This design comes from an exercise in tuning for small area, a short achievable clock period and few clock cycles per item on the open sky130 flow, not from production work.
Only simulation tests tie the RTL to the original design; equivalence was not proved.
Power figures rest on the tool's default switching activity, not on a simulated workload.

$ cat design.v
package tlbpt_pkg;
   localparam int TLB_ENTRIES = 4;
   localparam int PAGE_COUNT  = 16;
   localparam int FRAME_COUNT = 8;
   localparam int PAGE_BYTES  = 256;
   localparam int TLB_W    = $clog2(TLB_ENTRIES);
   localparam int PAGE_W   = $clog2(PAGE_COUNT);
   localparam int FRAME_W  = $clog2(FRAME_COUNT);
   localparam int OFFSET_W = $clog2(PAGE_BYTES);
   localparam int ADDR_W  = 12;
   localparam int PHYS_W  = 11;
   localparam int COUNT_W = 16;
endpackage
import tlbpt_pkg::*;
module tlbpt_ctrl
(
   input  logic              clock,
   input  logic              reset,
   input  logic              start,
   input  logic [ADDR_W-1:0] req_addr,
   output logic              busy,
   output logic              req_valid,
   output logic [ADDR_W-1:0] req_addr_ff
);
   always_ff @(posedge clock) begin
      if (reset) begin
         req_valid <= 1'b0;
      end else begin
         req_valid <= start;
      end
      req_addr_ff <= req_addr;
   end
   assign busy = 1'b0;
endmodule
import tlbpt_pkg::*;
module tlbpt_datapath
(
   input  logic               clock,
   input  logic               reset,
   input  logic               valid,
   input  logic [ADDR_W-1:0]  addr,
   output logic               rsp_valid,
   output logic [PHYS_W-1:0]  phys_addr,
   output logic               tlb_hit,
   output logic               page_fault,
   output logic               evicted,
   output logic [PAGE_W-1:0]  evicted_page,
   output logic [FRAME_W-1:0] frame_used,
   output logic [TLB_W-1:0]   tlb_slot,
   output logic [COUNT_W-1:0] hit_total,
   output logic [COUNT_W-1:0] fault_total
);
   logic [FRAME_COUNT-1:0]              pos_valid_ff;
   logic [FRAME_COUNT-1:0][PAGE_W-1:0]  pos_page_ff;
   logic [FRAME_COUNT-1:0][FRAME_W-1:0] pos_frame_ff;
   logic [TLB_ENTRIES-1:0][TLB_W-1:0]   pos_slot_ff;
   logic [COUNT_W-1:0]                  hit_count_ff;
   logic [COUNT_W-1:0]                  fault_count_ff;
   logic                rsp_valid_ff;
   logic [OFFSET_W-1:0] offset_ff;
   logic                hit_ff;
   logic                fault_ff;
   logic                ev_ff;
   logic [PAGE_W-1:0]   ev_page_ff;
   logic [PAGE_W-1:0]      page;
   logic [FRAME_COUNT-1:0] match;
   logic                   resident;
   logic                   hit;
   logic                   full;
   logic                   evict;
   logic [FRAME_W-1:0]     used_count;
   logic [FRAME_W-1:0]     match_frame;
   logic [TLB_W-1:0]       match_slot;
   logic [FRAME_W-1:0]     new_frame;
   logic [TLB_W-1:0]       new_slot;
   logic [FRAME_COUNT-1:0] shift;
   assign page = addr[OFFSET_W +: PAGE_W];
   always_comb begin
      for (int k = 0; k < FRAME_COUNT; k++) begin
         match[k] = pos_valid_ff[k] && (pos_page_ff[k] == page);
      end
      resident = |match;
      hit      = |match[TLB_ENTRIES-1:0];
      full     = pos_valid_ff[FRAME_COUNT-1];
      evict    = !resident && full;
      used_count = '0;
      for (int k = 0; k < FRAME_COUNT; k++) begin
         if (pos_valid_ff[k]) used_count = FRAME_W'(k + 1);
      end
      match_frame = '0;
      for (int k = 0; k < FRAME_COUNT; k++) begin
         if (match[k]) match_frame = match_frame | pos_frame_ff[k];
      end
      match_slot = '0;
      for (int k = 0; k < TLB_ENTRIES; k++) begin
         if (match[k]) match_slot = match_slot | pos_slot_ff[k];
      end
      new_frame = resident ? match_frame : (full ? pos_frame_ff[FRAME_COUNT-1] : used_count);
      new_slot  = hit ? match_slot :
                  (pos_valid_ff[TLB_ENTRIES-1] ? pos_slot_ff[TLB_ENTRIES-1] : used_count[TLB_W-1:0]);
      shift[0] = 1'b1;
      for (int k = 1; k < FRAME_COUNT; k++) begin
         shift[k] = shift[k-1] && !match[k-1];
      end
   end
   always_ff @(posedge clock) begin
      if (reset) begin
         pos_valid_ff   <= '0;
         hit_count_ff   <= '0;
         fault_count_ff <= '0;
         rsp_valid_ff   <= 1'b0;
      end else begin
         rsp_valid_ff <= valid;
         if (valid) begin
            pos_valid_ff[0] <= 1'b1;
            for (int k = 1; k < FRAME_COUNT; k++) begin
               if (shift[k]) pos_valid_ff[k] <= pos_valid_ff[k-1];
            end
            if (hit && (hit_count_ff != '1)) begin
               hit_count_ff <= hit_count_ff + COUNT_W'(1);
            end
            if (!resident && (fault_count_ff != '1)) begin
               fault_count_ff <= fault_count_ff + COUNT_W'(1);
            end
         end
      end
   end
   always_ff @(posedge clock) begin
      if (valid) begin
         pos_page_ff[0]  <= page;
         pos_frame_ff[0] <= new_frame;
         pos_slot_ff[0]  <= new_slot;
         for (int k = 1; k < FRAME_COUNT; k++) begin
            if (shift[k]) begin
               pos_page_ff[k]  <= pos_page_ff[k-1];
               pos_frame_ff[k] <= pos_frame_ff[k-1];
            end
         end
         for (int k = 1; k < TLB_ENTRIES; k++) begin
            if (shift[k]) pos_slot_ff[k] <= pos_slot_ff[k-1];
         end
      end
   end
   always_ff @(posedge clock) begin
      offset_ff  <= addr[OFFSET_W-1:0];
      hit_ff     <= hit;
      fault_ff   <= !resident;
      ev_ff      <= evict;
      ev_page_ff <= evict ? pos_page_ff[FRAME_COUNT-1] : '0;
   end
   assign rsp_valid    = rsp_valid_ff;
   assign phys_addr    = PHYS_W'({pos_frame_ff[0], offset_ff});
   assign tlb_hit      = hit_ff;
   assign page_fault   = fault_ff;
   assign evicted      = ev_ff;
   assign evicted_page = ev_page_ff;
   assign frame_used   = pos_frame_ff[0];
   assign tlb_slot     = pos_slot_ff[0];
   assign hit_total    = hit_count_ff;
   assign fault_total  = fault_count_ff;
endmodule
import tlbpt_pkg::*;
module tlb_page_table_lru_translate_core
(
   input  logic               clock,
   input  logic               reset,
   input  logic               start,
   output logic               busy,
   input  logic [ADDR_W-1:0]  req_logical_address,
   output logic               rsp_valid,
   output logic [PHYS_W-1:0]  rsp_physical_address,
   output logic               rsp_tlb_hit,
   output logic               rsp_page_fault,
   output logic               rsp_evicted,
   output logic [PAGE_W-1:0]  rsp_evicted_page,
   output logic [FRAME_W-1:0] rsp_frame_used,
   output logic [TLB_W-1:0]   rsp_tlb_slot,
   output logic [COUNT_W-1:0] rsp_hit_total,
   output logic [COUNT_W-1:0] rsp_fault_total
);
   logic              req_valid;
   logic [ADDR_W-1:0] req_addr_ff;
   tlbpt_ctrl u_ctrl (
      .clock       (clock),
      .reset       (reset),
      .start       (start),
      .req_addr    (req_logical_address),
      .busy        (busy),
      .req_valid   (req_valid),
      .req_addr_ff (req_addr_ff)
   );
   tlbpt_datapath u_datapath (
      .clock        (clock),
      .reset        (reset),
      .valid        (req_valid),
      .addr         (req_addr_ff),
      .rsp_valid    (rsp_valid),
      .phys_addr    (rsp_physical_address),
      .tlb_hit      (rsp_tlb_hit),
      .page_fault   (rsp_page_fault),
      .evicted      (rsp_evicted),
      .evicted_page (rsp_evicted_page),
      .frame_used   (rsp_frame_used),
      .tlb_slot     (rsp_tlb_slot),
      .hit_total    (rsp_hit_total),
      .fault_total  (rsp_fault_total)
   );
endmodule
$ cat constraint.sdc
create_clock -name core_clock -period 8.5 [get_ports {clock}]
set_input_delay 1.7000 -clock core_clock [delete_from_list [all_inputs] [get_ports {clock}]]
set_output_delay 1.7000 -clock core_clock [all_outputs]
set_load 0.01 [all_outputs]
$ cat config.mk
export PLATFORM = sky130hd
export DESIGN_NAME = tlb_page_table_lru_translate_core
export DESIGN_NICKNAME = tlb_page_table_lru_translate_core
export VERILOG_FILES = /design/flow/design.v
export SDC_FILE = /design/flow/constraint.sdc
export NUM_CORES = 4
export LEC_CHECK = 0
export CAP_MARGIN = 20
export CORE_MARGIN = 2
export CORE_UTILIZATION = 40
export SLEW_MARGIN = 20
$ cat flow/run.sh
#!/bin/bash
# Standard layout, with small port buffers and a clock tree without dummy loads.
set -euo pipefail
export BUFFER_PORTS_ARGS="-buffer_cell sky130_fd_sc_hd__buf_2"
export CTS_ARGS="-sink_clustering_enable -repair_clock_nets -dont_use_dummy_load"
bash standard.sh > standard.log 2>&1
$ cat standard.sh
#!/bin/bash
# synth_recipe.tcl (not shown) runs the flow's synth.tcl, then flattens the netlist and writes it again
# the make line also repeats each setting of config.mk as NAME=value (left out here)
make -C /OpenROAD-flow-scripts/flow DESIGN_CONFIG=/design/flow/config.mk WORK_HOME=/design/flow/orfs CLKGATE_MAP_FILE= SYNTH_SCRIPT=/design/flow/synth_recipe.tcl "${@:-finish}"
==> flow_summary.ini, run 1 <==
[outcome]
status = finished clean

[sta]
finalSetupTns_ns = 0
whs_ns = 0.325
relSlewSlack_pct = 34.9
fin_crit_ns = 3.10
final-setup-viol-count = 0
tightest_slew_ns = 0.970
rsz0062_at_grt = false
hold_violations = 0
drv_slew = 0
max_freq_mhz = 323
fin_worst_skew_ns = 0.0147
fin_crit_sh_pct = 36.4

[placed_design]
place_congestion = 0.823
portBuffers = 70
dpl.hpwl_um = 8050

[critical_path]
critPathLaunchType = register
worstSetupEndpointType = register
crit_top_cell = nor3_1
max_stage_delay_ns = 0.81
crit_required_ns = 8.85
cp_max_fo = 35
rrSetupSlack_ns = 5.40
r2r_cells = 6
path_class = register to register
worstPathArrival_ns = 3.44
path_cells = xor2_1, nor3_1, a31o_1, or4_4, nor3_1, o221a_1
crit_buf_inv = 0
reg2reg_to = u_datapath.pos_valid_ff[7]
r2r_start = u_ctrl.req_addr_ff[9]
cp_top_family = simple AND/OR/NAND/NOR gates
slowest_stage = nor3_1

[worst_hold_path]
min_to = u_datapath.offset_ff[3]
hold_path_depth = 0
hold_path.class = register to register
holdCritStartpoint = u_ctrl.req_addr_ff[3]

[logic_synthesis]
async_flop_share_pct = 0
synth_edf_count = 64
ys_seq_area_share_pct = 61.2
synthCells = 459
syn_nets = 476
syn-cell-area_um2 = 5400
yosys_most_used_dff = dfxtp_1
ys_seq_elements = 133
postSynthAreaPerCell_um2 = 11.8
yosysWarnings = 2
synthDistinctLibCells = 50

[clock_tree]
cts_tree = yes
clkTransAtPathRegs_ns = 0.05
cts_setup_buffers = 0
clock_latency_ns = 0.42
cts_buffer_depth = 2
htreeDepth = 4
cts_resized = 0
cts_num_sinks = 133
root_buffer = clkbuf_16
hold_buffers = 0
numCtsBuffers = 17

[die]
die-area_um2 = 14400
start_util_pct = 41.0
core-area_um2 = 13200
dieHeight_um = 120
die_w_um = 120
pin_count = 72
rows = 42

[routing]
vias_per_cell = 5.57
dr.first_iter.drc_count = 261
post_drt_wl_per_cell_um = 17.2
first_pass_iters = 4
drc_errors = 0
wirelength_um = 11900
num_vias = 3847
ant_nets = 0

[power_and_ir_drop]
cell_internal_pwr_mw = 1.07
p_per_area_nw_per_um2 = 218
seq_power_share_pct = 53.4
comb_power_share_pct = 4.9
ir_worst_vdd_v = 0.000165
p_clk_share_pct = 41.7
p_switching_mw = 0.285
leakagePower_nw = 2.31
p_sw_share_pct = 21.0

[global_routing]
busiest_layer = met2
antenna_found_initial = 0
first_global_vias = 3732
overflow = 0
grt_use_met2_pct = 26.6
grt_start_max_net_pins = 44
grt_pass1_wl_um = 19000
gr-usage-met3_pct = 6.18
grt_usage_pct = 17.2
use_met1_pct = 22.5

[cells_and_area]
layout.nets = 534
n_antenna_cell = 0
area_delta_synth_final_pct = 15.2
drive_gt1_share_pct = 20.4
final_cell_mix = buf_2 (70), dfxtp_1 (69), edfxtp_1 (64)
final_common_cell = buf_2

[flow_run]
cap_viol_max_count = 0
[layer usage]
metal	vias up	wire, µm
met5	-	0
met4	0	161
met3	13	669
met2	114	5540
met1	1896	5550
li1	1824	-
[worst max path at each step]
stage / from / end / depth (start not counted)
floorplan: u_ctrl.req_addr_ff[11] / u_datapath.pos_frame_ff[21] / 8
global placement: u_ctrl.req_addr_ff[11] / u_datapath.pos_page_ff[29] / 5
detailed placement: u_ctrl.req_addr_ff[9] / u_datapath.pos_valid_ff[7] / 6
CTS: u_ctrl.req_addr_ff[9] / u_datapath.pos_valid_ff[7] / 6
global route: u_ctrl.req_addr_ff[9] / u_datapath.pos_valid_ff[7] / 6
finish: u_ctrl.req_addr_ff[9] / u_datapath.pos_valid_ff[7] / 6
[area by class of cell]
| cell class | instances | area, µm² |
|---|---|---|
| clock buffer | 17 | 425 |
| fill | 1215 | 6970 |
| inverter | 13 | 48.8 |
| multi-input combinational | 278 | 1850 |
| sequential | 133 | 3300 |
| tap | 176 | 220 |
| timing repair buffer | 74 | 380 |
[cell usage after synthesis, types with 3 or more instances]
cell / count / area (µm²)
o31ai_1: 24 / 180
or2_2: 3 / 18.8
o21ai_0: 6 / 30.0
xnor2_1: 12 / 105
nor4_2: 3 / 37.5
inv_1: 12 / 45.0
nor2_1: 15 / 56.3
and3_1: 9 / 56.3
nand3_1: 15 / 75.1
clkbuf_1: 15 / 56.3
xor2_1: 20 / 175
nand2_1: 23 / 86.3
dfxtp_1: 69 / 1380
a22oi_1: 10 / 75.1
and2_1: 5 / 31.3
buf_6: 5 / 56.3
a22o_1: 3 / 26.3
buf_4: 10 / 75.1
nand4_1: 16 / 100
nor4_1: 6 / 37.5
or4_1: 26 / 195
a21oi_1: 34 / 170
mux2_2: 3 / 33.8
or3_1: 3 / 18.8
buf_2: 4 / 20.0
edfxtp_1: 64 / 1920
a221oi_1: 3 / 26.3
nor2b_1: 6 / 37.5
nor3_1: 9 / 45.0
[state kept, by name, indices dropped and copies added (netlist names)]
signal and count:
u_datapath.hit_count_ff 16, u_datapath.ev_ff 1, u_ctrl.req_valid 1, u_datapath.pos_slot_ff 8, u_datapath.pos_frame_ff 24, u_ctrl.req_addr_ff 12, u_datapath.hit_ff 1, u_datapath.rsp_valid_ff 1
u_datapath.pos_page_ff 32, u_datapath.fault_count_ff 16, u_datapath.fault_ff 1, u_datapath.ev_page_ff 4, u_datapath.pos_valid_ff 8, u_datapath.offset_ff 8
[logic make-up (layout without fill, tap and decap cells)]
logic type	count (synthesis)	after routing	share of synthesized area [%]
simple gates	144	144	15.6
flops	133	133	61.2
compound gates	93	93	11.5
buf+inv	48	104	4.82
xor+xnor	32	32	5.19
mux	6	6	1.20
fa+ha+maj	2	2	0.463
other cells	1	1	0.0694
[power by group through the flow]
stage | Combinational, mW | Sequential (mW) | Clock [mW]
global route | 0.0731 | 0.726 | 0.609
global placement | 0.0648 | 0.735 | 0
finish | 0.0664 | 0.724 | 0.566
floorplan | 0.0540 | 0.726 | 0
CTS | 0.0664 | 0.724 | 0.582
detailed placement | 0.0655 | 0.736 | 0
[metrics by stage]
step	std cells	power (mW)	util, %	instance area (µm²)	setup WS, ns
after detailed placement	674	0.801	44.0	5800	5.36
after global placement	674	0.799	44.0	5800	5.46
final	691	1.36	47.2	6220	5.40
after CTS	691	1.37	47.2	6220	5.37
after floorplan	459	0.780	-	5400	5.78
after global routing	691	1.41	47.2	6220	5.19
Testbench counts, summed over its fixed seeds: cycles 16,016, items 16,000.
==> inputs of run 2 (changes only) <==
==> flow/run.sh (replaced) <==
#!/bin/bash
# Standard layout, with small port buffers and a clock tree without dummy loads.
set -euo pipefail
export BUFFER_PORTS_ARGS="-buffer_cell sky130_fd_sc_hd__buf_2"
export CTS_ARGS="-sink_clustering_enable -repair_clock_nets -dont_use_dummy_load -buf_list {sky130_fd_sc_hd__clkbuf_4 sky130_fd_sc_hd__clkbuf_8} -sink_clustering_size 30 -sink_clustering_max_diameter 60"
export SETUP_SLACK_MARGIN=6.0
bash standard.sh > standard.log 2>&1
--- a/config.mk
+++ b/config.mk
@@ -8,4 +8,7 @@
 export CAP_MARGIN = 20
 export CORE_MARGIN = 2
-export CORE_UTILIZATION = 40
+export CORE_UTILIZATION = 60
+export CTS_BUF_LIST = sky130_fd_sc_hd__clkbuf_4 sky130_fd_sc_hd__clkbuf_8
+export CTS_CLUSTER_DIAMETER = 60
+export CTS_CLUSTER_SIZE = 30
 export SLEW_MARGIN = 20
==> run 2 against run 1 <==
Compared with the run above: still clean; synthesized cell count unchanged; maximum frequency increased by 13%; count of clock-buffer cells in the layout unchanged; synthesized area unchanged; routed wire length increased by 13%; clock skew increased by 0.020 ns; cell count decreased by 1.2%; critical endpoint is now u_datapath.pos_frame_ff[0]; largest power group unchanged.
==> flow_summary.ini, run 2 <==
[power_and_ir_drop]
p_per_area_nw_per_um2 = 171
ir_worst_vdd_v = 0.000123
p_clk_share_pct = 31.6
seq_power_share_pct = 61.1
cell_internal_pwr_mw = 0.909
p_switching_mw = 0.267
p_sw_share_pct = 22.7
leakagePower_nw = 2.61
comb_power_share_pct = 7.3

[critical_path]
worstPathArrival_ns = 2.90
worstSetupEndpointType = register
cp_max_fo = 9
slowest_stage = nor3_1
r2r_start = u_ctrl.req_addr_ff[11]
path_class = register to register
reg2reg_to = u_datapath.pos_frame_ff[0]
path_cells = buf_4, xnor2_1, nand3_1, nor3_1, nor4_1, nand2_1, inv_1, a21o_1
cp-endpoint = u_datapath.pos_frame_ff[0]
startpoint = u_ctrl.req_addr_ff[11]
max_stage_delay_ns = 0.94
r2r_cells = 8
rrSetupSlack_ns = 5.77
critPathLaunchType = register
crit_required_ns = 8.67

[cells_and_area]
area_delta_synth_final_pct = 27.0
top_register = u_datapath.pos_page_ff
final_core_util_pct = 78.7
drive_gt1_share_pct = 38.4
top_regs = u_datapath.pos_page_ff: 32 flops, u_datapath.pos_frame_ff: 24 flops
final_common_cell = edfxtp_1
instances_no_fill = 683
fillers = 554
final_cell_mix = edfxtp_1 (64), buf_4 (58), buf_6 (37)
largest_register_ffs = 32
finalInstanceArea_um2 = 6860
n_antenna_cell = 0
layout.nets = 594

[worst_hold_path]
hold_path.class = register to register

[sta]
fin_crit_sh_pct = 32.1
relSlewSlack_pct = 16.9
rsz0062_at_grt = true
finalSetupTns_ns = 0
fin_worst_skew_ns = 0.0352
tightest_slew_ns = 1.24
max_freq_mhz = 366
final-setup-viol-count = 0
drv_slew = 0
hold_violations = 0
fin_crit_ns = 2.73

[global_routing]
overflow = 0
grt_pass1_wl_um = 20000
first_global_vias = 3951
antenna_found_initial = 0
grt_usage_pct = 26.2
grt_start_max_net_pins = 44

[die]
die-area_um2 = 9780
die_w_um = 98.9
core-area_um2 = 8720
start_util_pct = 61.9
pin_count = 72
dieHeight_um = 98.9
rows = 34

[routing]
drc_errors = 0
post_drt_wl_per_cell_um = 19.7
wirelength_um = 13500
vias_per_cell = 6.24
first_pass_iters = 5
dr.first_iter.drc_count = 320
ant_nets = 0
num_vias = 4264

[logic_synthesis]
ys_seq_elements = 133
postSynthAreaPerCell_um2 = 11.8
synth_edf_count = 64
ys_seq_area_share_pct = 61.2
yosysMostFrequentCell = dfxtp_1
yosysTopAreaCellShare_pct = 35.6
async_flop_share_pct = 0
syn_nets = 476
synthCells = 459
yosysWarnings = 2
synth_common_cells = dfxtp_1 (69), edfxtp_1 (64), a21oi_1 (34)
synthDistinctLibCells = 50
yosys_most_used_dff = dfxtp_1
syn-cell-area_um2 = 5400
synth_area_leader_cell = edfxtp_1
synthTopCellsByArea = edfxtp_1 (36%), dfxtp_1 (26%), or4_1 (3.6%), o31ai_1 (3.3%), xor2_1 (3.2%)

[placed_design]
portBuffers = 70
dp.cells = 606
place_congestion = 0.907
dpl.hpwl_um = 7660
placed_area_um2 = 5720

[clock_tree]
clock_latency_ns = 0.44
cts_tree = yes
root_buffer = clkbuf_8
numCtsBuffers = 17
clkTransAtPathRegs_ns = 0.08
cts_num_sinks = 133
cts_buffer_depth = 2
htreeDepth = 4
hold_buffers = 0

[outcome]
status = finished clean

[flow_run]
cap_viol_max_count = 0
==> run 2: cells by family after synthesis <==
group                      synth area share [%]
and+or+nand+nor                            15.6
DFF                                        61.2
AOI/OAI and AO/OA                          11.5
buffers and inverters                      4.82
xor gates and xnor gates                   5.19
muxes                                      1.20
adders and majority gates                 0.463
other                                    0.0694
==> run 2: cell type report <==
| class | count | area, µm² | area share [%] |
|---|---|---|---|
| Tap cell | 108 | 135 | 1.97 |
| Clock buffer | 17 | 234 | 3.41 |
| Inverter | 13 | 51.3 | 0.748 |
| Sequential cell | 133 | 3390 | 49.4 |
| Timing Repair Buffer | 129 | 1040 | 15.1 |
| Multi-Input combinational cell | 283 | 2020 | 29.4 |
==> run 2: through the flow <==
step / setup WS [ns] / total power [mW] / hold slack (ns)
floorplan: 6.00 / 0.780 / 0.310
global placement: 5.49 / 0.800 / 0.310
detailed placement: 5.44 / 0.801 / 0.314
CTS: 5.76 / 1.17 / 0.329
global route: 5.73 / 1.21 / 0.326
finish: 5.77 / 1.18 / 0.324
==> run 2: repair_timing <==
item / 4_1_cts / 5_1_grt
gates cloned: 2 / 3
gates resized for setup: 92 / 28
setup endpoints to repair: 138 / 100
setup buffers: 37 / 18
pin swaps: 2 / 8
==> run 2: power groups by stage <==
stage | clock [mW] | combinational [mW] | sequential [mW]
after floorplan | 0 | 0.0541 | 0.726
after global placement | 0 | 0.0656 | 0.734
after detailed placement | 0 | 0.0663 | 0.735
after CTS | 0.377 | 0.0776 | 0.718
after global routing | 0.400 | 0.0923 | 0.721
final | 0.372 | 0.0858 | 0.719
==> run 2: how the worst min path moves through the flow <==
stage	startpoint	depth (start not counted)	slack [ns]	end
2_1_floorplan	u_ctrl.req_addr_ff[0]	0	0.31	u_datapath.offset_ff[0]
3_3_place_gp	u_ctrl.req_addr_ff[5]	0	0.31	u_datapath.offset_ff[5]
3_5_place_dp	u_ctrl.req_addr_ff[6]	0	0.31	u_datapath.offset_ff[6]
4_1_cts	u_ctrl.req_addr_ff[3]	0	0.33	u_datapath.offset_ff[3]
5_1_grt	u_ctrl.req_addr_ff[3]	0	0.33	u_datapath.offset_ff[3]
6_report	u_ctrl.req_addr_ff[3]	0	0.32	u_datapath.offset_ff[3]
==> run 2: worst max-delay path, delay by kind of cell (launching register included) <==
kind,cells,cell delay (ns)
AOI/OAI and AO/OA,1,0.19
xor gates and xnor gates,1,0.14
DFF,1,0.40
and+or+nand+nor,4,1.48
buffers and inverters,2,0.25
==> run 2: per-layer routing <==
| metal | up-vias | share of wire, % | track usage (%) |
|---|---|---|---|
| li1 | 1961 | - | - |
| met1 | 2029 | 42 | 35.6 |
| met2 | 252 | 47 | 41.6 |
| met3 | 22 | 9.4 | 7.09 |
| met4 | 0 | 1.4 | 8.01 |
| met5 | - | 0 | 0 |
==> inputs of run 3 (changes only) <==
--- a/flow/run.sh
+++ b/flow/run.sh
@@ -4,4 +4,3 @@
 export BUFFER_PORTS_ARGS="-buffer_cell sky130_fd_sc_hd__buf_2"
 export CTS_ARGS="-sink_clustering_enable -repair_clock_nets -dont_use_dummy_load -buf_list {sky130_fd_sc_hd__clkbuf_4 sky130_fd_sc_hd__clkbuf_8} -sink_clustering_size 30 -sink_clustering_max_diameter 60"
-export SETUP_SLACK_MARGIN=6.0
 bash standard.sh > standard.log 2>&1
==> run 3 against run 2 <==
Compared with the run above: critical path depth is 2 lower; still clean; via count is 9.0% lower; critical path type unchanged; synthesized cell count stayed put; total power is 1.5% lower.
==> flow_summary.ini, run 3 <==
[power_and_ir_drop]
leakagePower_nw = 2.24
p_per_area_nw_per_um2 = 194
ir_worst_vdd_v = 0.000136
fin_total_pwr_mw = 1.16

[clock_tree]
cts_resized = 0
clock_latency_ns = 0.43
numCtsBuffers = 17
root_buffer = clkbuf_8
cts_setup_buffers = 0
hold_buffers = 0
cts_tree = yes
cts_num_sinks = 133
cts_buffer_depth = 2
htreeDepth = 4
clkTransAtPathRegs_ns = 0.08

[sta]
max_freq_mhz = 317
drv_slew = 0
finalSetupTns_ns = 0
fin_worst_skew_ns = 0.0313
hold_violations = 0
fin_crit_sh_pct = 37.2
relSlewSlack_pct = 21.3
final-setup-viol-count = 0
fin_crit_ns = 3.16
tightest_slew_ns = 1.17
rsz0062_at_grt = false

[placed_design]
dp.cells = 608
place_congestion = 0.820
dpl.hpwl_um = 7760
portBuffers = 70

[routing]
ant_nets = 0
drc_errors = 0
num_vias = 3882
vias_per_cell = 6.21
post_drt_wl_per_cell_um = 18.3
dr.first_iter.drc_count = 178
first_pass_iters = 4
wirelength_um = 11400

[critical_path]
cp_max_fo = 35
path_cells = xor2_1, nor4_2, or4_4, inv_2, nand2_1, inv_1
path_class = register to register
crit_buf_inv = 2
critPathLaunchType = register
worstPathArrival_ns = 3.29
rrSetupSlack_ns = 5.34
max_stage_delay_ns = 1.02
worstSetupEndpointType = register
crit_required_ns = 8.63
cp_top_family = simple AND/OR/NAND/NOR gates
slowest_stage = nor4_2

[logic_synthesis]
synth_area_leader_cell = edfxtp_1
ys_seq_area_share_pct = 61.2
synthTopCellsByArea = edfxtp_1 (36%), dfxtp_1 (26%), or4_1 (3.6%), o31ai_1 (3.3%), xor2_1 (3.2%)
synthCells = 459
synthDistinctLibCells = 50
syn_nets = 476
syn-cell-area_um2 = 5400
yosysWarnings = 2
synth_common_cells = dfxtp_1 (69), edfxtp_1 (64), a21oi_1 (34)
yosysTopAreaCellShare_pct = 35.6
yosys_most_used_dff = dfxtp_1
postSynthAreaPerCell_um2 = 11.8
async_flop_share_pct = 0
ys_seq_elements = 133
yosysMostFrequentCell = dfxtp_1
synth_edf_count = 64

[cells_and_area]
drive_gt1_share_pct = 20.9
largest_register_ffs = 32
final_common_cell = buf_2
top_register = u_datapath.pos_page_ff
area_delta_synth_final_pct = 10.5
top_regs = u_datapath.pos_page_ff: 32 flops, u_datapath.pos_frame_ff: 24 flops
final_cell_mix = buf_2 (70), dfxtp_1 (69), edfxtp_1 (64)
instances_no_fill = 625
n_antenna_cell = 0
final_core_util_pct = 68.4
layout.nets = 536

[global_routing]
grt_pass1_wl_um = 18400
grt_start_max_net_pins = 44
first_global_vias = 3687
overflow = 0
antenna_found_initial = 0
grt_usage_pct = 24.2

[worst_hold_path]
hold_path.class = register to register

[die]
start_util_pct = 61.9
die-area_um2 = 9780
pin_count = 72
core-area_um2 = 8720
rows = 34
die_w_um = 98.9
dieHeight_um = 98.9

[flow_run]
cap_viol_max_count = 0

[outcome]
status = finished clean
==> run 3: layout make-up <==
class / instances / area [µm²]
clock buffer: 17 / 234
fill: 688 / 2750
sequential: 133 / 3300
multi-input combinational: 278 / 1850
inverter: 13 / 48.8
timing repair buffer: 76 / 395
tap: 108 / 135
==> run 3: logic make-up after synthesis <==
| logic type | synth area share, % |
|---|---|
| AND/OR/NAND/NOR | 15.6 |
| other | 0.0694 |
| buffers and inverters | 4.82 |
| XOR/XNOR | 5.19 |
| AO/OA/AOI/OAI | 11.5 |
| flip-flops | 61.2 |
| multiplexers | 1.20 |
| adder cells (fa/ha/maj) | 0.463 |
==> run 3: where the power goes <==
group,leakage [nW],internal [mW],total (mW),switching (mW)
Combinational,0.949,0.0258,0.0674,0.0416
Sequential,1.17,0.700,0.722,0.0215
Clock,0.122,0.176,0.370,0.194
==> run 3: per-stage QoR <==
stage                     setup slack [ns]  hold slack [ns]  cell area (µm²)
after floorplan                       5.78            0.310             5400
after global placement                5.42            0.310             5730
after detailed placement              5.35            0.313             5730
after CTS                             5.31            0.334             5960
after global routing                  5.21            0.341             5970
final                                 5.34            0.331             5970
==> run 3: path summary, 6_finish.rpt <==
path / from / endpoint / cells past startpoint
worst max-delay path: u_ctrl.req_addr_ff[11] / u_datapath.pos_page_ff[26] / 6
worst min-delay path: u_ctrl.req_addr_ff[3] / u_datapath.offset_ff[3] / 0
worst max register to register: u_ctrl.req_addr_ff[11] / u_datapath.pos_page_ff[26] / 6
worst min register to register: u_ctrl.req_addr_ff[3] / u_datapath.offset_ff[3] / 0
==> run 3: per-layer routing <==
metal	up-vias	wire length [µm]	global-route usage, %
met2	157	5450	38.4
li1	1833	-	-
met5	-	0	0
met1	1882	5130	33.7
met3	10	747	5.60
met4	0	87	6.64
==> inputs of run 4 (changes only) <==
--- a/flow/run.sh
+++ b/flow/run.sh
@@ -4,3 +4,4 @@
 export BUFFER_PORTS_ARGS="-buffer_cell sky130_fd_sc_hd__buf_2"
 export CTS_ARGS="-sink_clustering_enable -repair_clock_nets -dont_use_dummy_load -buf_list {sky130_fd_sc_hd__clkbuf_4 sky130_fd_sc_hd__clkbuf_8} -sink_clustering_size 30 -sink_clustering_max_diameter 60"
+export SETUP_SLACK_MARGIN=5.5
 bash standard.sh > standard.log 2>&1
==> run 4 against run 3 <==
Compared with the run above: still clean; cell area is 0.84% higher; combinational power is 2% higher; hold slack hardly changed; via count hardly changed; sequential share of layout area is 0.36 points lower; sequential cell count stayed put; critical path type unchanged.
==> flow_summary.ini, run 4 <==
[cells_and_area]
final_common_cell = buf_2
top_regs = u_datapath.pos_page_ff: 32 flops, u_datapath.pos_frame_ff: 24 flops
final_core_util_pct = 69.0
instances_no_fill = 629
finalInstanceArea_um2 = 6020
final_cell_mix = buf_2 (70), dfxtp_1 (64), edfxtp_1 (64)
layout.nets = 540
n_antenna_cell = 0
largest_register_ffs = 32
area_delta_synth_final_pct = 11.4
drive_gt1_share_pct = 22.8
top_register = u_datapath.pos_page_ff

[logic_synthesis]
synthDistinctLibCells = 50
synth_common_cells = dfxtp_1 (69), edfxtp_1 (64), a21oi_1 (34)
yosysTopAreaCellShare_pct = 35.6
synthAdderAreaFrac_pct = 0.463
synthCells = 459
async_flop_share_pct = 0
synthTopCellsByArea = edfxtp_1 (36%), dfxtp_1 (26%), or4_1 (3.6%), o31ai_1 (3.3%), xor2_1 (3.2%)
synth_area_leader_cell = edfxtp_1
postSynthAreaPerCell_um2 = 11.8
synth_top_family_by_area = simple AND/OR/NAND/NOR gates
yosysMostFrequentCell = dfxtp_1
ys_seq_elements = 133
synth_compound_gate_area_share_pct = 11.5
synth-xor-area-share_pct = 5.19
yosys.area_share.simple_pct = 15.6
yosysWarnings = 2
synth_edf_count = 64
yosys_most_used_dff = dfxtp_1
synthMuxAreaShare_pct = 1.20
syn-cell-area_um2 = 5400
syn_nets = 476
ys_seq_area_share_pct = 61.2

[routing]
num_vias = 3880
wirelength_um = 11400
first_pass_iters = 4
vias_per_cell = 6.17
post_drt_wl_per_cell_um = 18.1
drc_errors = 0
dr.first_iter.drc_count = 235
ant_nets = 0

[placed_design]
dp.cells = 608
portBuffers = 70
pre_cts_ws_ns = 5.35
placed_area_um2 = 5730
place_congestion = 0.820
dpl.hpwl_um = 7760

[critical_path]
max_stage_delay_ns = 0.73
crit_required_ns = 8.58
worstPathArrival_ns = 2.88
critPathLaunchType = register
slowest_stage = or4_4
path_class = register to register
path_cells = xor2_1, nor3_1, a31o_1, or4_4, inv_2, nand2_1, inv_1
cp_max_fo = 35
r2r_cells = 7
worstSetupEndpointType = register

[die]
start_util_pct = 61.9
die-area_um2 = 9780
core-area_um2 = 8720
rows = 34
die_w_um = 98.9
dieHeight_um = 98.9
pin_count = 72

[sta]
fin_worst_skew_ns = 0.0310
fin_crit_ns = 2.80
rsz0062_at_grt = false
drv_slew = 0
relSlewSlack_pct = 43.3
whs_ns = 0.331
final-setup-viol-count = 0
max_freq_mhz = 358
finalSetupTns_ns = 0
hold_violations = 0
tightest_slew_ns = 0.845
fin_crit_sh_pct = 32.9
setup_ws_ns = 5.70

[clock_tree]
numCtsBuffers = 17
clkTransAtPathRegs_ns = 0.08
htreeDepth = 4
cts_buffer_depth = 2
clock_latency_ns = 0.43
cts_num_sinks = 133
hold_buffers = 0
cts_tree = yes
root_buffer = clkbuf_8

[global_routing]
antenna_found_initial = 0
grt_usage_pct = 24.3
grt_pass1_wl_um = 18500
first_global_vias = 3694
overflow = 0
grt_start_max_net_pins = 44

[power_and_ir_drop]
fin_total_pwr_mw = 1.16
leakagePower_nw = 2.26
ir_worst_vdd_v = 0.000137
p_per_area_nw_per_um2 = 193

[outcome]
status = finished clean

[flow_run]
cap_viol_max_count = 0

[worst_hold_path]
hold_path_depth = 0
hold_path.class = register to register
==> run 4: logic make-up (layout without fill, tap and decap cells) <==
kind of cell             count (synthesis)  in the layout
AO/OA/AOI/OAI                           93             93
XOR/XNOR                                32             32
adder cells (fa/ha/maj)                  2              2
buffers and inverters                   48            110
flip-flops                             133            133
multiplexers                             6              6
other                                    1              1
AND/OR/NAND/NOR                        144            144
==> run 4: layer usage <==
layer	up-vias	global-route usage [%]	wire length [µm]
met5	-	0	0
met4	0	7.27	113
met3	13	5.89	804
met2	149	38.4	5440
met1	1873	33.6	5060
li1	1845	-	-
==> run 4: timing repair <==
item / in CTS / in global routing
buffers inserted: 0 / 4
endpoints found under the setup margin: 16 / 34
endpoints found under the hold margin: 0 / 0
pin swaps: 0 / 1
gates resized for setup: 3 / 6
==> run 4: critical path, delay by kind of cell, from the launching register on <==
family	cells	cell delay, ns
simple gates	3	0.97
buf+inv	2	0.53
flops	1	0.50
compound gates	1	0.25
xor+xnor	1	0.18
==> run 4: power breakdown <==
part / internal (mW) / total [mW] / switching, mW
Combinational: 0.0261 / 0.0685 / 0.0424
Sequential: 0.700 / 0.722 / 0.0214
Clock: 0.176 / 0.369 / 0.193
==> run 4: layout make-up <==
cell class,count,area (µm²)
flip-flops and latches,133,3310
fillers,677,2700
multi-input cells,278,1870
repair buffers,80,425
clock buffers,17,234
well taps,108,135
inverters,13,48.8
==> run 4: path summary, 6_finish.rpt <==
path / slack (ns) / start / end
max reg2reg: 5.70 / u_ctrl.req_addr_ff[11] / u_datapath.pos_page_ff[26]
min: 0.33 / u_ctrl.req_addr_ff[3] / u_datapath.offset_ff[3]
min reg2reg: 0.33 / u_ctrl.req_addr_ff[3] / u_datapath.offset_ff[3]
max: 5.70 / u_ctrl.req_addr_ff[11] / u_datapath.pos_page_ff[26]
==> inputs of run 5 (changes only) <==
--- a/flow/run.sh
+++ b/flow/run.sh
@@ -4,4 +4,4 @@
 export BUFFER_PORTS_ARGS="-buffer_cell sky130_fd_sc_hd__buf_2"
 export CTS_ARGS="-sink_clustering_enable -repair_clock_nets -dont_use_dummy_load -buf_list {sky130_fd_sc_hd__clkbuf_4 sky130_fd_sc_hd__clkbuf_8} -sink_clustering_size 30 -sink_clustering_max_diameter 60"
-export SETUP_SLACK_MARGIN=5.5
+export SETUP_SLACK_MARGIN=5.7
 bash standard.sh > standard.log 2>&1
==> run 5 against run 4 <==
Compared with the run above: still clean on timing, DRC and antenna; sequential power barely moved; count of clock-buffer cells in the layout is the same; cell area up 0.25%; core utilization grew 0.17 points; highest routed layer unchanged; synthesized cell count unchanged; global-route usage is essentially flat; die area unchanged; total power up 0.13%; routed wire length rose by 2.5%; largest cell class unchanged.
==> flow_summary.ini, run 5 <==
[outcome]
status = finished clean

[die]
rows = 34
die-area_um2 = 9780
start_util_pct = 61.9
dieHeight_um = 98.9
die_w_um = 98.9
pin_count = 72
core-area_um2 = 8720

[routing]
num_vias = 3910
ant_nets = 0
wirelength_um = 11700
drc_errors = 0
first_pass_iters = 5
vias_per_cell = 6.22
dr.first_iter.drc_count = 240
post_drt_wl_per_cell_um = 18.6

[sta]
drv_slew = 0
fin_crit_ns = 2.73
tightest_slew_ns = 0.886
rsz0062_at_grt = false
final-setup-viol-count = 0
max_freq_mhz = 366
relSlewSlack_pct = 40.5
hold_violations = 0
fin_crit_sh_pct = 32.2
finalSetupTns_ns = 0
fin_worst_skew_ns = 0.0308
whs_ns = 0.331

[cells_and_area]
n_antenna_cell = 0
area_delta_synth_final_pct = 11.7
largest_register_ffs = 32
final_common_cell = buf_2
final_cell_mix = buf_2 (70), edfxtp_1 (64), dfxtp_1 (62)
layout.nets = 540
drive_gt1_share_pct = 23.4
top_regs = u_datapath.pos_page_ff: 32 flops, u_datapath.pos_frame_ff: 24 flops
fillers = 677
top_register = u_datapath.pos_page_ff

[clock_tree]
cts_buffer_depth = 2
clock_latency_ns = 0.43
cts_num_sinks = 133
hold_buffers = 0
htreeDepth = 4
root_buffer = clkbuf_8
cts_tree = yes
clkTransAtPathRegs_ns = 0.08
numCtsBuffers = 17

[logic_synthesis]
syn_nets = 476
yosysMostFrequentCell = dfxtp_1
yosysWarnings = 2
yosysTopAreaCellShare_pct = 35.6
synthDistinctLibCells = 50
yosys.area_share.simple_pct = 15.6
synth-xor-area-share_pct = 5.19
ys_seq_elements = 133
async_flop_share_pct = 0
synth_common_cells = dfxtp_1 (69), edfxtp_1 (64), a21oi_1 (34)
synth_compound_gate_area_share_pct = 11.5
ys_seq_area_share_pct = 61.2
synthMuxAreaShare_pct = 1.20
synthCells = 459
synth_edf_count = 64
synthAdderAreaFrac_pct = 0.463
syn-cell-area_um2 = 5400
postSynthAreaPerCell_um2 = 11.8
synth_top_family_by_area = simple AND/OR/NAND/NOR gates
yosys_most_used_dff = dfxtp_1
synthTopCellsByArea = edfxtp_1 (36%), dfxtp_1 (26%), or4_1 (3.6%), o31ai_1 (3.3%), xor2_1 (3.2%)
synth_area_leader_cell = edfxtp_1

[placed_design]
portBuffers = 70
dpl.hpwl_um = 7760
place_congestion = 0.820

[worst_hold_path]
holdCritStartpoint = u_ctrl.req_addr_ff[3]
hold_path.class = register to register

[critical_path]
crit_required_ns = 6.80
cp_top_family = flip-flops
path_class = register to output pin
startpoint = u_datapath.pos_frame_ff[0]
worstSetupEndpointType = output pin
critPathLaunchType = register
cp_max_fo = 4
crit_buf_inv = 1
slowest_stage = edfxtp_1
worstPathArrival_ns = 1.03
max_stage_delay_ns = 0.45
r2r_start = u_ctrl.req_addr_ff[9]
path_cells = buf_2

[global_routing]
grt_start_max_net_pins = 44
overflow = 0
grt_pass1_wl_um = 18500
antenna_found_initial = 0
first_global_vias = 3694
grt_usage_pct = 24.3

[power_and_ir_drop]
leakagePower_nw = 2.25
ir_worst_vdd_v = 0.000137
p_per_area_nw_per_um2 = 192
fin_total_pwr_mw = 1.16

[flow_run]
cap_viol_max_count = 0
==> run 5: cell counts after synthesis <==
No cell type changed its count.
==> run 5: final timing paths <==
path                           endpoint  slack, ns  cells after the start
max reg2reg  u_datapath.pos_page_ff[26]       5.83                      7
min reg2reg     u_datapath.offset_ff[3]       0.33                      0
max                   rsp_frame_used[0]       5.77                      1
min             u_datapath.offset_ff[3]       0.33                      0
==> run 5: final cells by class <==
type	count	area, µm²	area share [%]
Sequential cell	133	3310	54.9
Timing Repair Buffer	79	418	6.93
Tap cell	108	135	2.24
Multi-Input combinational cell	279	1880	31.2
Inverter	13	50.0	0.830
Clock buffer	17	234	3.88
==> run 5: routing by layer <==
layer	wire, µm	track usage, %	part of all wire [%]	vias up
li1	-	-	-	1842
met1	5110	33.6	44	1899
met2	5690	38.4	49	161
met3	811	5.89	6.9	8
met4	83	7.27	0.71	0
met5	0	0	0	-
==> run 5: power by group <==
part	switching [mW]	internal, mW
sequential	0.0215	0.700
clock	0.193	0.176
combinational	0.0434	0.0265
==> run 5: per-stage QoR <==
stage | setup slack [ns] | instance area (µm²) | std cells | util, %
2_1_floorplan | 5.78 | 5400 | 459 | -
3_3_place_gp | 5.42 | 5730 | 608 | 65.7
3_5_place_dp | 5.35 | 5730 | 608 | 65.7
4_1_cts | 5.70 | 5990 | 625 | 68.7
5_1_grt | 5.71 | 6030 | 629 | 69.2
6_report | 5.77 | 6030 | 629 | 69.2
==> run 5: logic make-up (layout without fill, tap and decap cells) <==
| kind of cell | after synthesis | in the layout |
|---|---|---|
| compound gates | 93 | 93 |
| xor+xnor | 32 | 32 |
| simple gates | 144 | 145 |
| buf+inv | 48 | 109 |
| mux | 6 | 6 |
| flops | 133 | 133 |
| other cells | 1 | 1 |
| fa+ha+maj | 2 | 2 |
==> run 5: repair_timing <==
item / CTS / global route
pin swaps: 0 / 2
resized for setup: 10 / 4
gates cloned: 0 / 1
setup endpoints to repair: 69 / 23
setup buffers: 0 / 3
==> inputs of run 6 (changes only) <==
==> run.sh (new file) <==
#!/bin/bash
# synth_recipe.tcl (not shown) runs the flow's synth.tcl, then flattens the netlist and writes it again
# the make line also repeats each setting of config.mk as NAME=value (left out here)
make -C /OpenROAD-flow-scripts/flow DESIGN_CONFIG=/design/flow/config.mk WORK_HOME=/design/flow/orfs CLKGATE_MAP_FILE= SYNTH_SCRIPT=/design/flow/synth_recipe.tcl finish
--- a/config.mk
+++ b/config.mk
@@ -8,7 +8,4 @@
 export CAP_MARGIN = 20
 export CORE_MARGIN = 2
-export CORE_UTILIZATION = 60
-export CTS_BUF_LIST = sky130_fd_sc_hd__clkbuf_4 sky130_fd_sc_hd__clkbuf_8
-export CTS_CLUSTER_DIAMETER = 60
-export CTS_CLUSTER_SIZE = 30
+export CORE_UTILIZATION = 40
 export SLEW_MARGIN = 20
removed: flow/run.sh
removed: standard.sh
==> run 6 against run 5 <==
Compared with the run above: via count decreased by 1.1%; non-clock buffer count decreased by 3; worst setup slack got worse by 0.42 ns; cell count increased by 13%; first-iteration DRC count increased by 20%; still clean; critical endpoint is now u_datapath.pos_page_ff[31]; clock skew decreased by 0.024 ns; synthesized area unchanged; highest routed layer unchanged; count of clock-buffer cells in the layout increased by 7; hold slack got worse by 0.0051 ns; critical path depth increased by 4; sequential cell count unchanged; global-route usage decreased by 6.9 points.
==> flow_summary.ini, run 6 <==
[placed_design]
dpl.hpwl_um = 7970
pre_cts_ws_ns = 5.25
portBuffers = 70
place_congestion = 0.764

[critical_path]
worstPathArrival_ns = 3.19
crit_required_ns = 8.53
cp_max_fo = 35
max_stage_delay_ns = 0.84
cp_top_family = simple AND/OR/NAND/NOR gates
path_class = register to register
path_cells = xor2_1, nor3_1, a31o_1, or4_4, nor3_1
slowest_stage = nor3_1
crit_buf_inv = 0
critPathLaunchType = register
crit_top_cell = nor3_1
worstSetupEndpointType = register

[die]
rows = 42
core-area_um2 = 13200
die-area_um2 = 14400
start_util_pct = 41.0
die_w_um = 120
pin_count = 72
dieHeight_um = 120

[clock_tree]
htreeDepth = 4
cts_setup_buffers = 0
cts_tree = yes
root_buffer = clkbuf_16
clkTransAtPathRegs_ns = 0.05
cts_num_sinks = 133
clock_latency_ns = 0.42
cts_resized = 0
cts_buffer_depth = 2
numCtsBuffers = 17
hold_buffers = 0

[sta]
tightest_slew_ns = 1.01
drv_slew = 0
fin_crit_ns = 3.16
final-setup-viol-count = 0
hold_violations = 0
fin_crit_sh_pct = 37.2
rsz0062_at_grt = false
fin_worst_skew_ns = 0.00715
relSlewSlack_pct = 32.2
finalSetupTns_ns = 0
setup_ws_ns = 5.34
max_freq_mhz = 317

[cells_and_area]
drive_gt1_share_pct = 9.77
top_regs = u_datapath.pos_page_ff: 32 flops, u_datapath.pos_frame_ff: 24 flops
fillers = 1164
multi_input_area_um2 = 1850
n_antenna_cell = 0
area_delta_synth_final_pct = 25.8
final_common_cell = clkdlybuf4s50_1
layout.nets = 536
largest_register_ffs = 32
regArea_um2 = 3300
final_cell_mix = clkdlybuf4s50_1 (70), dfxtp_1 (69), edfxtp_1 (64)
top_register = u_datapath.pos_page_ff

[routing]
wl_met2_um = 5810
highest_layer = met4
drc_errors = 0
ant_nets = 0
vias_per_cell = 5.46
m1WireLength_um = 5320
post_drt_wl_per_cell_um = 16.8
wirelength_um = 11900
num_vias = 3866
dr.first_iter.drc_count = 288
first_pass_iters = 5
dr_wl_met3_um = 684

[global_routing]
overflow = 0
first_global_vias = 3798
grt_start_max_net_pins = 44
antenna_found_initial = 0
grt_usage_pct = 17.4
grt_pass1_wl_um = 19400

[power_and_ir_drop]
comb_power_share_pct = 5.0
seq_power_share_pct = 46.7
p_clk_share_pct = 48.3
p_per_area_nw_per_um2 = 228
leakagePower_nw = 2.34
p_switching_mw = 0.334
p_sw_share_pct = 21.6
ir_worst_vdd_v = 0.000139
cell_internal_pwr_mw = 1.21

[logic_synthesis]
synth_area_leader_cell = edfxtp_1
ys_seq_area_share_pct = 61.2
yosysTopAreaCellShare_pct = 35.6
yosysWarnings = 2
synthCells = 459
synth_edf_count = 64
yosys_most_used_dff = dfxtp_1
ys_seq_elements = 133
async_flop_share_pct = 0
postSynthAreaPerCell_um2 = 11.8
synthTopCellsByArea = edfxtp_1 (36%), dfxtp_1 (26%), or4_1 (3.6%), o31ai_1 (3.3%), xor2_1 (3.2%)
yosysMostFrequentCell = dfxtp_1
synthDistinctLibCells = 50
syn_nets = 476
synth_common_cells = dfxtp_1 (69), edfxtp_1 (64), a21oi_1 (34)
syn-cell-area_um2 = 5400

[outcome]
status = finished clean

[worst_hold_path]
hold_path.class = register to register

[flow_run]
cap_viol_max_count = 0
run 6: cell counts after synthesis:
Identical to the previous run, type by type.
run 6: path summary, 6_finish.rpt:
path / start / endpoint / slack (ns) / cells past startpoint
setup / recovery: u_ctrl.req_addr_ff[11] / u_datapath.pos_page_ff[31] / 5.34 / 5
hold / removal: u_ctrl.req_addr_ff[5] / u_datapath.offset_ff[5] / 0.33 / 0
setup reg to reg: u_ctrl.req_addr_ff[11] / u_datapath.pos_page_ff[31] / 5.34 / 5
hold reg to reg: u_ctrl.req_addr_ff[5] / u_datapath.offset_ff[5] / 0.33 / 0
run 6: cell type report:
| class | count | area share, % |
|---|---|---|
| Timing Repair Buffer | 76 | 11.0 |
| Sequential cell | 133 | 48.6 |
| Multi-Input combinational cell | 278 | 27.2 |
| Tap cell | 176 | 3.24 |
| Inverter | 13 | 0.718 |
| Clock buffer | 24 | 8.51 |
| Clock inverter | 8 | 0.755 |
run 6: per-stage QoR:
stage	utilization [%]	instances	hold slack (ns)	power, mW	cell area, µm²
floorplan	-	459	0.310	0.780	5400
global placement	46.7	676	0.311	0.810	6160
detailed placement	46.7	676	0.315	0.812	6160
CTS	51.5	708	0.329	1.56	6790
global route	51.5	708	0.331	1.60	6790
finish	51.5	708	0.326	1.55	6790
run 6: cells by family after synthesis:
family                   Yosys count  synth area share, %
AO/OA/AOI/OAI                     93                 11.5
XOR/XNOR                          32                 5.19
adder cells (fa/ha/maj)            2                0.463
buffers and inverters             48                 4.82
flip-flops                       133                 61.2
multiplexers                       6                 1.20
other                              1               0.0694
AND/OR/NAND/NOR                  144                 15.6
run 6: power by group through the flow:
stage                     clock network, mW  registers, mW  logic [mW]
final                                 0.747          0.722      0.0774
after global routing                  0.789          0.725      0.0849
after CTS                             0.761          0.722      0.0780
after detailed placement                  0          0.735      0.0770
after global placement                    0          0.734      0.0763
after floorplan                           0          0.726      0.0540
run 6: metal layers:
metal | track usage [%] | vias up
met4 | 6.40 | 0
met1 | 22.4 | 1891
met2 | 27.7 | 113
met5 | 0 | -
li1 | - | 1852
met3 | 5.09 | 10
==> inputs of run 7 (changes only) <==
--- a/design.v
+++ b/design.v
@@ -21,4 +21,5 @@
    output logic              busy,
    output logic              req_valid,
+   output logic              state_reset,
    output logic [ADDR_W-1:0] req_addr_ff
 );
@@ -30,4 +31,5 @@
       end
       req_addr_ff <= req_addr;
+      state_reset <= reset;
    end
    assign busy = 1'b0;
@@ -38,4 +40,5 @@
    input  logic               clock,
    input  logic               reset,
+   input  logic               state_reset,
    input  logic               valid,
    input  logic [ADDR_W-1:0]  addr,
@@ -105,11 +108,10 @@
    end
    always_ff @(posedge clock) begin
-      if (reset) begin
-         pos_valid_ff   <= '0;
-         hit_count_ff   <= '0;
-         fault_count_ff <= '0;
-         rsp_valid_ff   <= 1'b0;
+      rsp_valid_ff <= valid && !reset;
+   end
+   always_ff @(posedge clock) begin
+      if (state_reset) begin
+         pos_valid_ff <= '0;
       end else begin
-         rsp_valid_ff <= valid;
          if (valid) begin
             pos_valid_ff[0] <= 1'b1;
@@ -117,13 +119,19 @@
                if (shift[k]) pos_valid_ff[k] <= pos_valid_ff[k-1];
             end
-            if (hit && (hit_count_ff != '1)) begin
-               hit_count_ff <= hit_count_ff + COUNT_W'(1);
-            end
-            if (!resident && (fault_count_ff != '1)) begin
-               fault_count_ff <= fault_count_ff + COUNT_W'(1);
-            end
          end
       end
    end
+   tlbpt_counter u_hit_count (
+      .clock (clock),
+      .reset (state_reset),
+      .inc   (valid && hit),
+      .count (hit_count_ff)
+   );
+   tlbpt_counter u_fault_count (
+      .clock (clock),
+      .reset (state_reset),
+      .inc   (valid && !resident),
+      .count (fault_count_ff)
+   );
    always_ff @(posedge clock) begin
       if (valid) begin
@@ -159,4 +167,19 @@
    assign hit_total    = hit_count_ff;
    assign fault_total  = fault_count_ff;
+endmodule
+module tlbpt_counter
+(
+   input  logic               clock,
+   input  logic               reset,
+   input  logic               inc,
+   output logic [COUNT_W-1:0] count
+);
+   always_ff @(posedge clock) begin
+      if (reset) begin
+         count <= '0;
+      end else if (inc && (count != '1)) begin
+         count <= count + COUNT_W'(1);
+      end
+   end
 endmodule
 import tlbpt_pkg::*;
@@ -180,4 +203,5 @@
 );
    logic              req_valid;
+   logic              state_reset;
    logic [ADDR_W-1:0] req_addr_ff;
    tlbpt_ctrl u_ctrl (
@@ -188,4 +212,5 @@
       .busy        (busy),
       .req_valid   (req_valid),
+      .state_reset (state_reset),
       .req_addr_ff (req_addr_ff)
    );
@@ -193,4 +218,5 @@
       .clock        (clock),
       .reset        (reset),
+      .state_reset  (state_reset),
       .valid        (req_valid),
       .addr         (req_addr_ff),
==> flow/run.sh (new file) <==
#!/bin/bash
# Standard layout, with small port buffers and a clock tree without dummy loads.
set -euo pipefail
export BUFFER_PORTS_ARGS="-buffer_cell sky130_fd_sc_hd__buf_2"
export CTS_ARGS="-sink_clustering_enable -repair_clock_nets -dont_use_dummy_load -buf_list {sky130_fd_sc_hd__clkbuf_4 sky130_fd_sc_hd__clkbuf_8} -sink_clustering_size 30 -sink_clustering_max_diameter 60"
export SETUP_SLACK_MARGIN=5.85
bash standard.sh > standard.log 2>&1
==> standard.sh (new file) <==
#!/bin/bash
# synth_recipe.tcl (not shown) runs the flow's synth.tcl, then flattens the netlist and writes it again
# the make line also repeats each setting of config.mk as NAME=value (left out here)
make -C /OpenROAD-flow-scripts/flow DESIGN_CONFIG=/design/flow/config.mk WORK_HOME=/design/flow/orfs CLKGATE_MAP_FILE= SYNTH_SCRIPT=/design/flow/synth_recipe.tcl "${@:-finish}"
--- a/config.mk
+++ b/config.mk
@@ -8,4 +8,7 @@
 export CAP_MARGIN = 20
 export CORE_MARGIN = 2
-export CORE_UTILIZATION = 40
+export CORE_UTILIZATION = 60
+export CTS_BUF_LIST = sky130_fd_sc_hd__clkbuf_4 sky130_fd_sc_hd__clkbuf_8
+export CTS_CLUSTER_DIAMETER = 60
+export CTS_CLUSTER_SIZE = 30
 export SLEW_MARGIN = 20
removed: run.sh
==> run 7 against run 6 <==
Compared with the run above: still clean; sequential power hardly changed; core utilization is 21 points higher; first-iteration DRC count fell by 29%.
==> flow_summary.ini, run 7 <==
[power_and_ir_drop]
comb_power_share_pct = 6.1
fin_total_pwr_mw = 1.16
p_sw_share_pct = 21.9
p_per_area_nw_per_um2 = 185
cell_internal_pwr_mw = 0.907
p_switching_mw = 0.255
ir_worst_vdd_v = 0.0000977
leakagePower_nw = 2.42
p_clk_share_pct = 31.6
seq_power_share_pct = 62.2

[routing]
dr.first_iter.drc_count = 205
ant_nets = 0
num_vias = 3643
vias_per_cell = 5.71
post_drt_wl_per_cell_um = 17.2
drc_errors = 0
first_pass_iters = 5
wirelength_um = 11000

[critical_path]
path_cells = buf_2
cp_top_family = flip-flops
crit_buf_inv = 1
max_stage_delay_ns = 0.42
cp_max_fo = 3
crit_required_ns = 6.80
worstPathArrival_ns = 0.99
rrSetupSlack_ns = 5.94
slowest_stage = edfxtp_1
critPathLaunchType = register
path_class = register to output pin
worstSetupEndpointType = output pin

[logic_synthesis]
yosysWarnings = 3
synthCells = 437
synth_common_cells = dfxtp_1 (70), edfxtp_1 (64), nor2_1 (33)
async_flop_share_pct = 0
postSynthAreaPerCell_um2 = 12.2
ys_seq_elements = 134
ys_seq_area_share_pct = 62.5
yosysMostFrequentCell = dfxtp_1
synth_edf_count = 64
synthTopCellsByArea = edfxtp_1 (36%), dfxtp_1 (26%), xnor2_1 (4.1%), xor2_1 (3.0%), nor2_1 (2.3%)
yosysTopAreaCellShare_pct = 36.2
synth_area_leader_cell = edfxtp_1
yosys_most_used_dff = dfxtp_1
syn_nets = 454
synthDistinctLibCells = 46
syn-cell-area_um2 = 5310

[sta]
max_freq_mhz = 372
fin_worst_skew_ns = 0.0195
fin_crit_ns = 2.69
relSlewSlack_pct = 26.5
hold_violations = 0
rsz0062_at_grt = true
fin_crit_sh_pct = 31.6
whs_ns = 0.328
final-setup-viol-count = 0
finalSetupTns_ns = 0
tightest_slew_ns = 1.09
drv_slew = 0

[die]
core-area_um2 = 8640
pin_count = 72
die-area_um2 = 9630
dieHeight_um = 98.1
die_w_um = 98.1
start_util_pct = 61.5
rows = 34

[cells_and_area]
n_antenna_cell = 0
largest_register_ffs = 32
final_cell_mix = edfxtp_1 (64), buf_2 (63), dfxtp_1 (33)
layout.nets = 549
drive_gt1_share_pct = 33.0
top_regs = u_datapath.pos_page_ff: 32 flops, u_datapath.pos_frame_ff: 24 flops
area_delta_synth_final_pct = 17.9
final_core_util_pct = 72.6
final_common_cell = edfxtp_1
top_register = u_datapath.pos_page_ff
finalInstanceArea_um2 = 6270

[outcome]
status = finished clean

[clock_tree]
cts_tree = yes
numCtsBuffers = 17
clock_latency_ns = 0.42
root_buffer = clkbuf_8
cts_buffer_depth = 2
clkTransAtPathRegs_ns = 0.06
cts_num_sinks = 134
htreeDepth = 4

[worst_hold_path]
hold_path.class = register to register

[placed_design]
placed_area_um2 = 5650
place_congestion = 0.827
portBuffers = 70
dpl.hpwl_um = 7140

[global_routing]
grt_usage_pct = 22.3
grt_pass1_wl_um = 16600
antenna_found_initial = 0
overflow = 0
grt_start_max_net_pins = 28
first_global_vias = 3358

[flow_run]
cap_viol_max_count = 0
[run 7: cell count changes after synthesis, sizes merged, moves of 7 or more]
| cell | before | now |
|---|---|---|
| xnor2 | 12 | 25 |
| or4 | 27 | 3 |
| a21oi | 34 | 24 |
| or3 | 3 | 12 |
| nand4 | 16 | 9 |
| o21ai | 6 | 15 |
| o31ai | 24 | 1 |
| nor2 | 15 | 33 |
| and3 | 9 | 17 |
| clkbuf | 15 | 7 |
[run 7: power groups by stage]
stage          logic (mW)  registers, mW  clock network [mW]
2_1_floorplan      0.0523          0.732                   0
3_3_place_gp       0.0610          0.741                   0
3_5_place_dp       0.0623          0.741                   0
4_1_cts            0.0664          0.727               0.377
5_1_grt            0.0771          0.726               0.405
6_report           0.0714          0.723               0.368
[run 7: per-layer routing]
| metal | up-vias | track usage, % | share of wire [%] | wire (µm) |
|---|---|---|---|---|
| met3 | 19 | 6.59 | 7.5 | 827 |
| met2 | 154 | 34.9 | 48 | 5250 |
| met1 | 1719 | 29.3 | 43 | 4740 |
| li1 | 1751 | - | - | - |
| met4 | 0 | 9.51 | 1.7 | 183 |
| met5 | - | 0 | 0 | 0 |
[run 7: final timing paths]
kind,start,end,depth (start not counted)
hold reg to reg,u_ctrl.req_addr_ff[3],u_datapath.offset_ff[3],0
setup / recovery,u_datapath.pos_frame_ff[0],rsp_frame_used[0],1
setup reg to reg,u_ctrl.req_addr_ff[9],u_datapath.pos_frame_ff[1],6
hold / removal,u_ctrl.req_addr_ff[3],u_datapath.offset_ff[3],0
[run 7: final cells by class]
cell class,count,area [µm²]
Sequential cell,134,3400
Fill cell,643,2370
Multi-Input combinational cell,268,1820
Timing Repair Buffer,99,624
Clock buffer,17,234
Tap cell,108,135
Inverter,12,48.8
[run 7: cell families after synthesis]
logic type / synth area share [%]
xor+xnor: 7.70
fa+ha+maj: 0.471
simple gates: 16.0
other cells: 0.0706
compound gates: 8.10
buf+inv: 4.10
mux: 0.989
flops: 62.5
[run 7: timing repair]
| action | CTS | global route |
|---|---|---|
| buffers inserted | 5 | 21 |
| gates resized for setup | 36 | 31 |
| setup endpoints to repair | 93 | 74 |
| endpoints found under the hold margin | 0 | 0 |
| hold buffers | 0 | 0 |
| pin swaps | 1 | 3 |
| cloned | 0 | 1 |
[run 7: through the flow]
| stage | instances | setup slack, ns |
|---|---|---|
| after floorplan | 437 | 6.04 |
| after global placement | 594 | 5.47 |
| after detailed placement | 594 | 5.38 |
| after CTS | 616 | 5.79 |
| after global routing | 638 | 5.74 |
| final | 638 | 5.81 |
Testbench counts of run 7, summed over its fixed seeds: cycles 16,016, items 16,000.
==> inputs of run 8 (changes only) <==
--- a/flow/run.sh
+++ b/flow/run.sh
@@ -4,4 +4,4 @@
 export BUFFER_PORTS_ARGS="-buffer_cell sky130_fd_sc_hd__buf_2"
 export CTS_ARGS="-sink_clustering_enable -repair_clock_nets -dont_use_dummy_load -buf_list {sky130_fd_sc_hd__clkbuf_4 sky130_fd_sc_hd__clkbuf_8} -sink_clustering_size 30 -sink_clustering_max_diameter 60"
-export SETUP_SLACK_MARGIN=5.85
+export SETUP_SLACK_MARGIN=5.75
 bash standard.sh > standard.log 2>&1
==> run 8 against run 7 <==
Compared with the run above: highest routed layer unchanged; critical path depth is the same; synthesized area did not move; worst setup slack got worse by 0.027 ns; sequential cell count stayed put; still clean on timing, DRC and antenna; die area stayed put; sequential share of layout area rose by 1.4 points; cell count down 3.1%; global-route usage is 0.14 points lower; non-clock buffer count is 20 lower; via count decreased by 2.9%; hold slack is essentially flat; register-to-register slack about the same.
==> flow_summary.ini, run 8 <==
[sta]
finalSetupTns_ns = 0
drv_slew = 0
fin_crit_ns = 2.72
max_freq_mhz = 368
fin_crit_sh_pct = 31.9
tightest_slew_ns = 1.06
fin_worst_skew_ns = 0.0196
relSlewSlack_pct = 28.8
whs_ns = 0.328
rsz0062_at_grt = true
final-setup-viol-count = 0
hold_violations = 0
setup_ws_ns = 5.78

[flow_run]
cap_viol_max_count = 0

[critical_path]
critPathLaunchType = register
cp_top_family = flip-flops
crit_required_ns = 6.80
r2r_cells = 6
cp_max_fo = 4
rrSetupSlack_ns = 5.94
path_class = register to output pin
slowest_stage = edfxtp_1
r2r_start = u_ctrl.req_addr_ff[9]
path_cells = buf_2
cp.depth = 1
crit_buf_inv = 1
worstPathArrival_ns = 1.02
max_stage_delay_ns = 0.44
worstSetupEndpointType = output pin
reg2reg_to = u_datapath.u_fault_count.count[15]

[logic_synthesis]
yosys_most_used_dff = dfxtp_1
synth_edf_count = 64
yosysMostFrequentCell = dfxtp_1
ys_seq_area_share_pct = 62.5
synthDistinctLibCells = 46
async_flop_share_pct = 0
yosysTopAreaCellShare_pct = 36.2
yosysWarnings = 3
ys_seq_elements = 134
syn_nets = 454
postSynthAreaPerCell_um2 = 12.2
synthTopCellsByArea = edfxtp_1 (36%), dfxtp_1 (26%), xnor2_1 (4.1%), xor2_1 (3.0%), nor2_1 (2.3%)
syn-cell-area_um2 = 5310
synthCells = 437
synth_area_leader_cell = edfxtp_1
synth_common_cells = dfxtp_1 (70), edfxtp_1 (64), nor2_1 (33)

[power_and_ir_drop]
cell_internal_pwr_mw = 0.908
fin_total_pwr_mw = 1.16
comb_power_share_pct = 5.6
p_clk_share_pct = 31.7
ir_worst_vdd_v = 0.0000927
seq_power_share_pct = 62.7
leakagePower_nw = 2.29
p_per_area_nw_per_um2 = 194
p_sw_share_pct = 21.8
p_switching_mw = 0.253

[routing]
vias_per_cell = 5.73
dr.first_iter.drc_count = 165
post_drt_wl_per_cell_um = 17.0
ant_nets = 0
num_vias = 3539
wirelength_um = 10500
drc_errors = 0
first_pass_iters = 6

[clock_tree]
cts_num_sinks = 134
numCtsBuffers = 17
cts_tree = yes
root_buffer = clkbuf_8
clkTransAtPathRegs_ns = 0.06
clock_latency_ns = 0.42
htreeDepth = 4
cts_buffer_depth = 2

[placed_design]
dpl.hpwl_um = 7140
portBuffers = 70
pre_cts_ws_ns = 5.38
place_congestion = 0.827

[cells_and_area]
multi_input_area_um2 = 1810
final_cell_mix = buf_2 (70), edfxtp_1 (64), dfxtp_1 (60)
layout.nets = 529
top_register = u_datapath.pos_page_ff
final_common_cell = buf_2
drive_gt1_share_pct = 25.1
fillers = 679
regArea_um2 = 3340
top_regs = u_datapath.pos_page_ff: 32 flops, u_datapath.pos_frame_ff: 24 flops
largest_register_ffs = 32
area_delta_synth_final_pct = 12.6
n_antenna_cell = 0

[die]
start_util_pct = 61.5
core-area_um2 = 8640
die_w_um = 98.1
dieHeight_um = 98.1
rows = 34
die-area_um2 = 9630
pin_count = 72

[global_routing]
grt_pass1_wl_um = 16500
antenna_found_initial = 0
grt_start_max_net_pins = 28
overflow = 0
grt_usage_pct = 22.2
first_global_vias = 3339

[worst_hold_path]
hold_path.class = register to register
hold_path_depth = 0
holdCritStartpoint = u_ctrl.req_addr_ff[3]
min_to = u_datapath.offset_ff[3]

[outcome]
status = finished clean
run 8: cell counts after synthesis:
Identical to the previous run, type by type.
run 8: logic make-up (layout without fill, tap and decap cells):
kind of cell,after synthesis,count (layout),synth area share (%)
fa+ha+maj,2,2,0.471
compound gates,65,65,8.10
xor+xnor,45,45,7.70
buf+inv,36,108,4.10
simple gates,149,150,16.0
other cells,1,1,0.0706
flops,134,134,62.5
mux,5,5,0.989
run 8: area by class of cell:
type	count	share of cell area (%)
Inverter	12	0.816
Multi-Input combinational cell	268	30.3
Clock buffer	17	3.91
Sequential cell	134	55.8
Timing Repair Buffer	79	6.99
Tap cell	108	2.26
run 8: worst reg2reg max path, cell delays in order (launching register included):
cell and delay [ns]:
dfxtp_2 0.51, xor2_1 0.28, nor4_4 0.16, nor4_4 0.57, nand4_4 0.27, or4_1 0.53
a21oi_1 0.16
run 8: repair_timing:
item,CTS,global route
setup buffers,1,5
resized for setup,8,9
hold buffers,0,0
pin swaps,1,2
endpoints found under the setup margin,42,65
hold endpoints to repair,0,0
cloned,0,1
run 8: worst max-delay path by stage:
stage               slack (ns)                       start                                 end
detailed placement        5.38      u_ctrl.req_addr_ff[10]          u_datapath.pos_page_ff[20]
CTS                       5.75       u_ctrl.req_addr_ff[8]  u_datapath.u_fault_count.count[15]
global route              5.72  u_datapath.pos_frame_ff[1]                   rsp_frame_used[1]
global placement          5.47      u_ctrl.req_addr_ff[10]          u_datapath.pos_page_ff[20]
floorplan                 6.04       u_ctrl.req_addr_ff[9]         u_datapath.pos_frame_ff[15]
finish                    5.78  u_datapath.pos_frame_ff[0]                   rsp_frame_used[0]
run 8: power by group through the flow:
stage               combinational (mW)  clock (mW)  sequential, mW
global route                    0.0710       0.404           0.731
floorplan                       0.0523           0           0.732
finish                          0.0654       0.367           0.728
detailed placement              0.0623           0           0.741
global placement                0.0610           0           0.741
CTS                             0.0638       0.377           0.728
run 8: metrics by stage:
step,cells,cell area [µm²],utilization (%)
global route,618,5980,69.3
finish,618,5980,69.3
global placement,594,5650,65.4
detailed placement,594,5650,65.4
CTS,612,5910,68.5
floorplan,437,5310,-
run 8: routing by layer:
| metal | up-vias | wire [µm] | global-route usage [%] |
|---|---|---|---|
| met3 | 23 | 707 | 6.59 |
| li1 | 1715 | - | - |
| met4 | 0 | 197 | 9.40 |
| met1 | 1681 | 4580 | 29.2 |
| met5 | - | 0 | 0 |
| met2 | 120 | 5020 | 34.6 |

Re-timed with assumed drivers on the ports (clkbuf_16 on the clock, buf_2 on other inputs), run 8 has 5.753 ns of setup slack against 5.784 ns with ideal ports, and 5.939 ns once port delays also move by the mid clock arrival of 0.445 ns.
